This design comes from an exercise in tuning for small area, a short achievable clock period and few clock cycles on the open sky130 flow, not from production work.
RTL that was checked went through simulation tests only; none was proved equivalent to the original.
The clock input has no modelled driver; a real chip could not lean on it and would need a root buffer or a full tree.
Power is estimated from default activity; no workload was simulated.

Design wildcard_glob_matcher, start of the top module:
module wildcard_glob_matcher (
    input  wire               clk,
    input  wire               rst_n,
    input  wire               item_valid,
    output logic              item_ready,
    input  wire  [9:0]        item_in,
    output logic              result_valid,
    input  wire               result_ready,
    output logic [1:0]        result
);
    localparam int N  = wgm_pkg::MAX_PATTERN;
    localparam int NH = N / 8 + 1;
    wgm_pkg::item_t      item;
    assign item = wgm_pkg::item_t'(item_in);
    logic                ready_reg;
    logic                accept;
    assign item_ready = ready_reg;
    assign accept     = item_valid && ready_reg;
    logic                a_start;
    logic                a_pat;
    logic                a_text;
    logic                a_end;
    logic                a_star;
    logic [7:0]          a_ch;
    logic                a_we;
    logic [NH-1:0]       a_we_grp;
    always_ff @(posedge clk or negedge rst_n)
    begin
        if (!rst_n)
        begin
            a_start <= 1'b0;
            a_pat   <= 1'b0;
            a_text  <= 1'b0;
            a_end   <= 1'b0;
        end
        else
        begin
            a_start <= accept && (item.mode == wgm_pkg::MODE_START);
            a_pat   <= accept && (item.mode == wgm_pkg::MODE_PATTERN);
  ...
Size in the first run: about 2,300 cells after synthesis, roughly 720 flip-flops, roughly 18 I/O pins, about 0.031 sq mm of cells after synthesis.
Settings: LEC_CHECK=0, CAP_MARGIN=20, CORE_MARGIN=2, CORE_UTILIZATION=60, CTS_BUF_LIST=sky130_fd_sc_hd__clkbuf_8 sky130_fd_sc_hd__clkbuf_16, CTS_CLUSTER_DIAMETER=100, CTS_CLUSTER_SIZE=30, SETUP_SLACK_MARGIN=1.7, SLEW_MARGIN=20, TNS_END_PERCENT=1; clock period 3.0 ns.
standard.sh (not shown) runs the stock make flow with config.mk's settings and CLKGATE_MAP_FILE= SYNTH_SCRIPT=/design/flow/synth_recipe.tcl, a recipe that flattens the netlist after the stock synthesis.
==> flow/flow/run.sh <==
#!/bin/bash
# Standard layout; after clock tree synthesis the tree's root buffer is taken out so the clock
# port drives the tree's first level directly, each first-level buffer is split in two by where
# its loads sit, and timing is repaired (instead of in cts).
set -euo pipefail
export BUFFER_PORTS_ARGS="-buffer_cell sky130_fd_sc_hd__buf_4"
export SKIP_CTS_REPAIR_TIMING=1
export POST_CTS_TCL="$PWD/flow/post_cts.tcl"
bash standard.sh > standard_flow.log 2>&1
Other scripts of this flow, unchanged in this note and not shown: flow/flow/post_cts.tcl
Next try:
SETUP_SLACK_MARGIN = 1.6   (was 1.7)
TNS_END_PERCENT = 3   (was 1)
The changed run produced a clean layout; register-to-register slack improves by 0.03 ns; wire length climbs by 4.0%; total power climbs by 1.9%; combinational power climbs by about 8%; setup slack improves by 0.12 ns; core utilization climbs by 2.1 points; maximum frequency climbs by 7.4%; synthesized cell count stays the same; die area does not change; cell count climbs by 2.2%; sequential share of layout area drops by 1.8 points.
No run of this note included a check of the RTL's function; only the layout flow was run.


wildcard_glob_matcher, a different RTL version from the one above (not shown whole).
Size: about 2,500 cells after synthesis, roughly 0.032 mm^2 of cells after synthesis.
export LEC_CHECK = 0
export CAP_MARGIN = 20
export CORE_MARGIN = 2
export CORE_UTILIZATION = 60
export CTS_BUF_LIST = sky130_fd_sc_hd__clkbuf_8 sky130_fd_sc_hd__clkbuf_16
export CTS_CLUSTER_DIAMETER = 100
export CTS_CLUSTER_SIZE = 30
export SETUP_SLACK_MARGIN = 1.7
export SLEW_MARGIN = 20
create_clock -name core_clock -period 3.0 [get_ports {clk}]
run.sh (not shown) runs the stock make flow with config.mk's settings and CLKGATE_MAP_FILE= SYNTH_SCRIPT=/design/flow/synth_recipe.tcl, a recipe that flattens the netlist after the stock synthesis.
Stock flow here: none of the scripts above is used.
The first run finished clean.
==> next run, changes <==
- SETUP_SLACK_MARGIN: 1.7 -> 1.3
=> Routed wire length drops by 22%; register-to-register slack got worse by 0.04 ns; sequential cell count is unchanged; area after synthesis does not change; final area falls by 12%; core utilization fell by 9.3 points; clock power barely changes; maximum frequency shrinks by 2.3%.
Function was not checked in any run of this note: the RTL went through the layout flow alone.


build 88:
Another version of the RTL of wildcard_glob_matcher (not shown whole).
Size: ~2,300 cells after synthesis, ~720 flip-flops, ~31,000 um2 of cells after synthesis.
clock: 3.0 ns
lec_check: 0
cap_margin: 20
core_margin: 2
core_utilization: 60
cts_buf_list: sky130_fd_sc_hd__clkbuf_8 sky130_fd_sc_hd__clkbuf_16
cts_cluster_diameter: 100
cts_cluster_size: 30
place_density: 0.8
setup_slack_margin: 1.6
slew_margin: 20
tns_end_percent: 3
standard.sh (not shown) runs the stock make flow with config.mk's settings and CLKGATE_MAP_FILE= SYNTH_SCRIPT=/design/flow/synth_recipe.tcl, a recipe that flattens the netlist after the stock synthesis.
Scripts as last shown in full above: flow/flow/run.sh
Other scripts of this flow, unchanged in this note and not shown: flow/flow/post_cts.tcl
Testbench counts of build 88, summed over its fixed seeds: cycles 56,359.
--- input diff build 88..build 51 ---
- SETUP_SLACK_MARGIN changed from 1.6 to 1.5
- PLACE_DENSITY removed (was 0.8)
- TNS_END_PERCENT removed (was 3)
==> run notes <==
Build 51: flow completed, timing, DRC and antenna clean
Detailed-route via count is higher on build 51
Looking at cell area, build 51 sits 4.6% higher than build 88 does.
Area added between synthesis and finish: build 51 vs build 88 up 5.2 points
Relative to build 51, the following input files were edited for build 18:
- changing SETUP_SLACK_MARGIN from 1.5 to 1.6
- setting GPL_TIMING_DRIVEN to 0 for the first time
- setting TNS_END_PERCENT to 3 for the first time
diff --git a/flow/flow/run.sh b/flow/flow/run.sh
--- a/flow/flow/run.sh
+++ b/flow/flow/run.sh
@@ -7,0 +8 @@
+export SKIP_INCREMENTAL_REPAIR=1
Findings:
Relative to build 51, build 18 degrades minimum clock period. Compared with build 51, build 18 shows global routing met3 resource utilization higher by 1.5 points. Signed area change from the synthesized netlist to the final layout in build 18 is 7.2 points below build 51. Taking build 51 as the reference point, the fraction of standard cell area that is sequential of build 18 rises by 3.5 points. Re cell depth of the worst setup path: build 51 and build 18 aren't equal, and the higher value belongs to build 51. Cmp build 51 and build 18 / proportion of layout cells with a drive suffix above 1 / higher: build 51. Build 18: total instance count after detailed placement 1.2% above build 51. Relative to build 51, the sum of internal, switching and leakage power of build 18 is higher by 0.00016 W. Build 51 ended up with edfxtp_1 as its slowest stage cell on the critical path; build 18 ended up with and2_1. Sort build 51 and build 18 by number of buffers inserted by port buffering desc -> top: build 51. In build 18 relative to build 51, net count of the finished layout had gone down by a few percent. Fmax delta for build 18 relative to build 51: 0.026 GHz lower.
Edits applied to the flow inputs when going from build 18 to build 14:
- GPL_TIMING_DRIVEN removed (was 0)
diff --git a/flow/flow/run.sh b/flow/flow/run.sh
--- a/flow/flow/run.sh
+++ b/flow/flow/run.sh
@@ -8 +8 @@
-export SKIP_INCREMENTAL_REPAIR=1
+export CTS_ARGS="-sink_clustering_enable -repair_clock_nets -sink_clustering_size 30 -sink_clustering_max_diameter 100 -buf_list {sky130_fd_sc_hd__clkbuf_8 sky130_fd_sc_hd__clkbuf_16} -dont_use_dummy_load"
Build 14 finished end to end and its layout was clean on timing, DRC and antenna. Build 14 vs. build 18: placement-stage cell area went down by 0.41%. Build 18 has higher headroom to the max-slew limit than build 14. Between build 18 and build 14, the flow reports first-pass GRT wire length decreasing by more than 10%. Setup slack in build 14 is larger than in build 18.


wildcard_glob_matcher, a different RTL version from the one above (not shown whole).
Size: roughly 2600 cells after synthesis, about 720 flip-flops, ~32000 um^2 of cells after synthesis.
## wildcard_glob_matcher
module wildcard_glob_matcher (
    input  wire               clk,
    input  wire               rst_n,
    input  wire               item_valid,
    output logic              item_ready,
    input  wire  [9:0]        item_in,
    output logic              result_valid,
    input  wire               result_ready,
    output logic [1:0]        result
);
    localparam int N  = wgm_pkg::MAX_PATTERN;
    localparam int NH = N / 8 + 1;
    wgm_pkg::item_t      item;
    assign item = wgm_pkg::item_t'(item_in);
    logic                ready_reg;
    logic                accept;
    assign item_ready = ready_reg;
    assign accept     = item_valid && ready_reg;
    logic                a_start;
    logic                a_pat;
    logic                a_text;
    logic                a_end;
    logic                a_star;
    logic [7:0]          a_ch;
    logic                a_we;
    logic [NH-1:0]       a_we_grp;
    always_ff @(posedge clk or negedge rst_n)
    begin
        if (!rst_n)
        begin
            a_start <= 1'b0;
            a_pat   <= 1'b0;
            a_text  <= 1'b0;
            a_end   <= 1'b0;
        end
        else
        begin
            a_start <= accept && (item.mode == wgm_pkg::MODE_START);
            a_pat   <= accept && (item.mode == wgm_pkg::MODE_PATTERN);
            a_text  <= accept && (item.mode == wgm_pkg::MODE_TEXT);
            a_end   <= accept && (item.mode == wgm_pkg::MODE_END);
        end
    end
    always_ff @(posedge clk)
    begin
        a_ch   <= item.ch;
        a_star <= (item.ch == wgm_pkg::CH_STAR);
    end
    logic                pat_we;
    logic [6:0]          pat_len_reg;
    logic [6:0]          pat_len_next;
    logic [NH-1:0]       slot_hi_reg;
    logic [NH-1:0]       slot_hi_next;
    logic [7:0]          slot_lo_reg;
    logic [7:0]          slot_lo_next;
    logic                text_started_reg;
    logic                text_started_next;
    logic                error_reg;
    logic                error_next;
    logic                last_star_reg;
    logic                last_star_next;
  ...
export LEC_CHECK = 0
export CAP_MARGIN = 20
export CORE_MARGIN = 2
export CORE_UTILIZATION = 60
export CTS_BUF_LIST = sky130_fd_sc_hd__clkbuf_8 sky130_fd_sc_hd__clkbuf_16
export CTS_CLUSTER_DIAMETER = 100
export CTS_CLUSTER_SIZE = 30
export SETUP_SLACK_MARGIN = 1.3
export SLEW_MARGIN = 20
create_clock -name core_clock -period 3.0 [get_ports {clk}]
==> flow/flow/run.sh <==
#!/bin/bash
# Standard layout; after clock tree synthesis the tree's root buffer is taken out so the clock
# port drives the tree's first level (a few buffers) directly, then timing is repaired again.
set -euo pipefail
export POST_CTS_TCL="$PWD/flow/post_cts.tcl"
bash standard.sh > standard_flow.log 2>&1
==> flow/flow/post_cts.tcl <==
set block [ord::get_db_block]
set root [$block findInst clkbuf_0_clk]
if { $root != "NULL" } {
  set in_net [[$root findITerm A] getNet]
  set out_net [[$root findITerm X] getNet]
  set loads {}
  foreach it [$out_net getITerms] {
    if { [$it getInst] != $root } {
      lappend loads $it
    }
  }
  puts "root buffer drives [llength $loads] pins"
  if { [llength $loads] <= 4 && [llength [$out_net getBTerms]] == 0 } {
    foreach it $loads {
      $it disconnect
      $it connect $in_net
    }
    odb::dbInst_destroy $root
    odb::dbNet_destroy $out_net
    puts "root buffer removed"
    estimate_parasitics -placement
    report_clock_latency
    repair_timing_helper
    detailed_placement
    check_placement -verbose
    estimate_parasitics -placement
    report_worst_slack -max
    report_worst_slack -min
  }
}
The first run completed without violations.
Testbench counts at the start, summed over its fixed seeds: cycles 56,359.
Next try:
==> flow/run.sh (new file) <==
#!/bin/bash
# synth_recipe.tcl (not shown) runs the flow's synth.tcl, then flattens the netlist and writes it again
# the make line also repeats each setting of config.mk as NAME=value (left out here)
make -C /OpenROAD-flow-scripts/flow DESIGN_CONFIG=/design/flow/config.mk WORK_HOME=/design/flow/orfs CLKGATE_MAP_FILE= SYNTH_SCRIPT=/design/flow/synth_recipe.tcl finish
--- a/flow/config.mk
+++ b/flow/config.mk
@@ -10 +10 @@
-export CORE_UTILIZATION = 60
+export CORE_UTILIZATION = 65
@@ -14 +14 @@
-export SETUP_SLACK_MARGIN = 1.3
+export SETUP_SLACK_MARGIN = 1.15
removed: flow/flow/run.sh
removed: flow/flow/post_cts.tcl
removed: flow/standard.sh
After rerunning: Fmax drops by roughly a tenth. Design area drops slightly. Clock power drops by a few percent. Via count drops slightly. Total power drops by a few percent. Non-clock buffer count drops by 52. Hold slack is worse by 0.088 ns. Synthesized cell count is unchanged. Clock skew climbs by 0.0075 ns. Combinational power drops by about a fifth.


Setup of job 101:
Starting RTL as in the previous note.
// wildcard_glob_matcher
module wildcard_glob_matcher (
    input  wire               clk,
    input  wire               rst_n,
    input  wire               item_valid,
    output logic              item_ready,
    input  wire  [9:0]        item_in,
    output logic              result_valid,
    input  wire               result_ready,
    output logic [1:0]        result
);
    localparam int N  = wgm_pkg::MAX_PATTERN;
    localparam int NH = N / 8 + 1;
    wgm_pkg::item_t      item;
    assign item = wgm_pkg::item_t'(item_in);
    logic                ready_reg;
    logic                accept;
    assign item_ready = ready_reg;
    assign accept     = item_valid && ready_reg;
    logic                a_start;
    logic                a_pat;
    logic                a_text;
    logic                a_end;
    logic                a_star;
    logic [7:0]          a_ch;
    logic                a_we;
    logic [NH-1:0]       a_we_grp;
    always_ff @(posedge clk or negedge rst_n)
    begin
        if (!rst_n)
        begin
            a_start <= 1'b0;
            a_pat   <= 1'b0;
            a_text  <= 1'b0;
            a_end   <= 1'b0;
        end
        else
        begin
            a_start <= accept && (item.mode == wgm_pkg::MODE_START);
            a_pat   <= accept && (item.mode == wgm_pkg::MODE_PATTERN);
            a_text  <= accept && (item.mode == wgm_pkg::MODE_TEXT);
  ...
Settings: LEC_CHECK=0, ABC_AREA=1, CAP_MARGIN=20, CORE_MARGIN=2, CORE_UTILIZATION=60, CTS_BUF_LIST=sky130_fd_sc_hd__clkbuf_8 sky130_fd_sc_hd__clkbuf_16, CTS_CLUSTER_DIAMETER=100, CTS_CLUSTER_SIZE=30, SETUP_SLACK_MARGIN=1.2, SLEW_MARGIN=20; clock period 3.0 ns.
run.sh (not shown) runs the stock make flow with config.mk's settings and CLKGATE_MAP_FILE= SYNTH_SCRIPT=/design/flow/synth_recipe.tcl, a recipe that flattens the netlist after the stock synthesis.
Stock flow here: none of the scripts above is used.
| job 101 | all stages done | FAIL | hold timing |
Testbench counts of job 101, summed over its fixed seeds: cycles 56,359.
[inputs] job 102 vs job 101
# job 101
export LEC_CHECK = 0
export ABC_AREA = 1
export CAP_MARGIN = 20
export CORE_MARGIN = 2
export CORE_UTILIZATION = 60
export CTS_BUF_LIST = sky130_fd_sc_hd__clkbuf_8 sky130_fd_sc_hd__clkbuf_16
export CTS_CLUSTER_DIAMETER = 100
export CTS_CLUSTER_SIZE = 30
export SETUP_SLACK_MARGIN = 1.2
export SLEW_MARGIN = 20
create_clock -name core_clock -period 3.0 [get_ports {clk}]
# job 102
export LEC_CHECK = 0
export CAP_MARGIN = 20
export CORE_MARGIN = 2
export CORE_UTILIZATION = 60
export CTS_BUF_LIST = sky130_fd_sc_hd__clkbuf_8 sky130_fd_sc_hd__clkbuf_16
export CTS_CLUSTER_DIAMETER = 100
export CTS_CLUSTER_SIZE = 30
export SETUP_SLACK_MARGIN = 1.4
export SLEW_MARGIN = 20
create_clock -name core_clock -period 3.0 [get_ports {clk}]
==> flow/flow/run.sh (new file) <==
#!/bin/bash
# Standard layout; after clock tree synthesis the tree's root buffer is taken out so the clock
# port drives the tree's first level (a few buffers) directly, then timing is repaired again.
set -euo pipefail
export SKIP_CTS_REPAIR_TIMING=1
export POST_CTS_TCL="$PWD/flow/post_cts.tcl"
bash standard.sh > standard_flow.log 2>&1
==> flow/flow/post_cts.tcl (new file) <==
set block [ord::get_db_block]
set root [$block findInst clkbuf_0_clk]
if { $root != "NULL" } {
  set in_net [[$root findITerm A] getNet]
  set out_net [[$root findITerm X] getNet]
  set loads {}
  foreach it [$out_net getITerms] {
    if { [$it getInst] != $root } {
      lappend loads $it
    }
  }
  puts "root buffer drives [llength $loads] pins"
  if { [llength $loads] <= 4 && [llength [$out_net getBTerms]] == 0 } {
    foreach it $loads {
      $it disconnect
      $it connect $in_net
    }
    odb::dbInst_destroy $root
    odb::dbNet_destroy $out_net
    puts "root buffer removed"
    estimate_parasitics -placement
    report_clock_latency
    repair_timing_helper
    detailed_placement
    check_placement -verbose
    estimate_parasitics -placement
    report_worst_slack -max
    report_worst_slack -min
  }
}
==> flow/standard.sh (new file) <==
#!/bin/bash
# synth_recipe.tcl (not shown) runs the flow's synth.tcl, then flattens the netlist and writes it again
# the make line also repeats each setting of config.mk as NAME=value (left out here)
make -C /OpenROAD-flow-scripts/flow DESIGN_CONFIG=/design/flow/config.mk WORK_HOME=/design/flow/orfs CLKGATE_MAP_FILE= SYNTH_SCRIPT=/design/flow/synth_recipe.tcl "${@:-finish}"
removed: flow/run.sh
Notes after the runs:
Compared with job 101, job 102 shows a global-route wire length before repair that is 17% lower.
Looking at path type of the worst setup path, the reg2out result is from job 101; the in2reg one comes from job 102.
Summary of job 102 over job 101: starting DRC count in detailed routing lower; worst vdd rail ir drop saw an increase.
Looking at total power draw across both flows, job 102 is the stronger of the two, with job 101 trailing.
Job 102 ends up with a number of clock buffers in the layout that is 9.1% lower than in job 101.
The lower via count of the first global-routing pass came out of job 102.
Multi-input gate area in the final layout (job 102 over job 101): decrease, about 9%
The power share of the clock group of job 102 falls short of that of job 101 by 2.3 points.
Going from job 101 to job 102, the minimum clock period was found to have gone down by 0.13 ns.
Job 102 completed; timing, DRC and antenna clean
Modified inputs, job 103 compared to job 102
# job 102
export LEC_CHECK = 0
export CAP_MARGIN = 20
export CORE_MARGIN = 2
export CORE_UTILIZATION = 60
export CTS_BUF_LIST = sky130_fd_sc_hd__clkbuf_8 sky130_fd_sc_hd__clkbuf_16
export CTS_CLUSTER_DIAMETER = 100
export CTS_CLUSTER_SIZE = 30
export SETUP_SLACK_MARGIN = 1.4
export SLEW_MARGIN = 20
create_clock -name core_clock -period 3.0 [get_ports {clk}]
# job 103
export LEC_CHECK = 0
export CAP_MARGIN = 20
export CORE_MARGIN = 2
export CORE_UTILIZATION = 60
export SETUP_SLACK_MARGIN = 1.3
export SLEW_MARGIN = 20
create_clock -name core_clock -period 3.0 [get_ports {clk}]
==> flow/flow/run.sh <==
#!/bin/bash
# Standard layout with the clock tree built by our own clock_tree_synthesis arguments.
set -euo pipefail
export CTS_ARGS="-sink_clustering_enable -repair_clock_nets -sink_clustering_size 30 -sink_clustering_max_diameter 100 -buf_list sky130_fd_sc_hd__clkbuf_16 -root_buf sky130_fd_sc_hd__clkbuf_16 -dont_use_dummy_load"
bash standard.sh > standard_flow.log 2>&1
removed: flow/flow/post_cts.tcl
## What came out
The run showing the smaller number of buffer and inverter stages on the critical path is job 103. The finished layout cell area of job 103 was superior to that of job 102. On detailed-router iteration count before antenna repair: between job 102 and job 103, it ends up lower for job 102. Between job 102 and job 103, clock period minus worst slack increased. Sort job 102 and job 103 by number of signal-net buffers in the layout, descending, and job 103 comes first. A cell with the largest stage delay on the worst path of dfrtp_1 is what job 103 shows, while clkdlybuf4s50_1 belongs to job 102. On area of combinational cells with multiple inputs, job 102 and job 103 are neck and neck.
The inputs of job 104 differ from those of job 103 as listed below.
# job 103
export LEC_CHECK = 0
export CAP_MARGIN = 20
export CORE_MARGIN = 2
export CORE_UTILIZATION = 60
export SETUP_SLACK_MARGIN = 1.3
export SLEW_MARGIN = 20
create_clock -name core_clock -period 3.0 [get_ports {clk}]
# job 104
export LEC_CHECK = 0
export CAP_MARGIN = 20
export CORE_MARGIN = 2
export CORE_UTILIZATION = 60
export CTS_BUF_LIST = sky130_fd_sc_hd__clkbuf_8 sky130_fd_sc_hd__clkbuf_16
export CTS_CLUSTER_DIAMETER = 100
export CTS_CLUSTER_SIZE = 30
export SETUP_SLACK_MARGIN = 1.5
export SLEW_MARGIN = 20
create_clock -name core_clock -period 3.0 [get_ports {clk}]
==> flow/flow/run.sh <==
#!/bin/bash
# Standard layout; after clock tree synthesis the tree's root buffer is taken out so the clock
# port drives the tree's first level (a few buffers) directly, then timing is repaired again.
set -euo pipefail
export SKIP_CTS_REPAIR_TIMING=1
export POST_CTS_TCL="$PWD/flow/post_cts.tcl"
bash standard.sh > standard_flow.log 2>&1
==> flow/flow/post_cts.tcl (new file) <==
set block [ord::get_db_block]
set root [$block findInst clkbuf_0_clk]
if { $root != "NULL" } {
  set in_net [[$root findITerm A] getNet]
  set out_net [[$root findITerm X] getNet]
  set loads {}
  foreach it [$out_net getITerms] {
    if { [$it getInst] != $root } {
      lappend loads $it
    }
  }
  puts "root buffer drives [llength $loads] pins"
  if { [llength $loads] <= 4 && [llength [$out_net getBTerms]] == 0 } {
    foreach it $loads {
      $it disconnect
      $it connect $in_net
    }
    odb::dbInst_destroy $root
    odb::dbNet_destroy $out_net
    puts "root buffer removed"
    estimate_parasitics -placement
    report_clock_latency
    repair_timing_helper
    detailed_placement
    check_placement -verbose
    estimate_parasitics -placement
    report_worst_slack -max
    report_worst_slack -min
  }
}
- Job 104 vs. job 103: count of clock-buffer cells in the layout rose 2; met1 track utilization from global routing rose 0.29 points; static power due to leakage rose 0.73%; pre-CTS setup slack fell 0.14 ns.
- Job 103 vs job 104, highest layer used for signal routing: met5 vs met4
- Summary of the comparison: final worst hold slack is higher in job 104, relative to job 103.
- Compared with job 103, in job 104 total power shows an increase of 2.2%, via-per-instance ratio shows no meaningful change, global-route usage shows a reduction of 0.31 points, area of placed instances shows no meaningful change.

## re-timing with driven ports
The results above use ideal ports. As a check the final layouts listed here were re-extracted and re-timed, cells and wires unchanged. Step 1, drivers: a clkbuf_16 drives clk and a buf_2 each remaining input, both assumed. Step 2 times the ports against the registers' clock, not the clock port: input delays grow and output delays shrink by t, the midpoint of the rising clock arrivals with the driver on. Three values: no drivers, after step 1, after step 2; two values: the first two.
run | t (ns) | setup slack, ns | hold slack, ns | worst setup path after step 2 | clock arrival spread, ns
the first run of note 1 | 0.495 | 1.197 / 1.254 / 0.805 | 0.256 / 0.153 / 0.398 | input to register | 0.017 / 0.016
the second run of note 1 | 0.506 | 1.322 / 1.260 / 1.068 | 0.233 / 0.133 / 0.389 | input to register | 0.027 / 0.027
the first run of note 2 | 0.691 | 1.088 / 1.029 / 0.712 | 0.011 / -0.009 / 0.397 | input to register | 0.028 / 0.029
the second run of note 2 | 0.671 | 1.044 / 1.032 / 0.445 | 0.396 / 0.396 / 0.396 | input to register | 0.034 / 0.035
build 88 | 0.496 | 1.350 / 1.263 / 1.044 | 0.233 / 0.135 / 0.425 | input to register | 0.022 / 0.021
build 51 | 0.504 | 1.372 / 1.325 / 1.057 | 0.211 / 0.106 / 0.360 | input to register | 0.047 / 0.047
build 18 | 0.508 | 1.299 / 1.299 / 0.999 | 0.236 / 0.128 / 0.394 | input to register | 0.042 / 0.041
build 14 | 0.486 | 1.388 / 1.336 / 1.080 | 0.234 / 0.129 / 0.394 | input to register | 0.060 / 0.060
the first run of note 4 | 0.549 | 1.371 / 1.298 / 0.892 | 0.171 / 0.114 / 0.388 | input to register | 0.022 / 0.022
the second run of note 4 | 0.673 | 1.151 / 1.088 / 0.729 | 0.083 / 0.046 / 0.398 | input to register | 0.029 / 0.029
job 101 | 0.700 | 1.229 / 1.165 / 1.029 | -0.033 / -0.055 / 0.380 | input to register | 0.031 / 0.031
job 102 | 0.549 | 1.356 / 1.306 / 0.855 | 0.162 / 0.109 / 0.388 | input to register | 0.023 / 0.022
job 103 | 0.668 | 1.241 / 1.179 / 0.679 | 0.023 / -0.015 / 0.383 | input to register | 0.034 / 0.034
job 104 | 0.553 | 1.391 / 1.310 / 0.886 | 0.068 / 0.010 / 0.420 | input to register | 0.018 / 0.018
The setup slack of the second run of note 2, which loses most, moves by -0.012 ns with the drivers and by -0.599 ns with both steps.
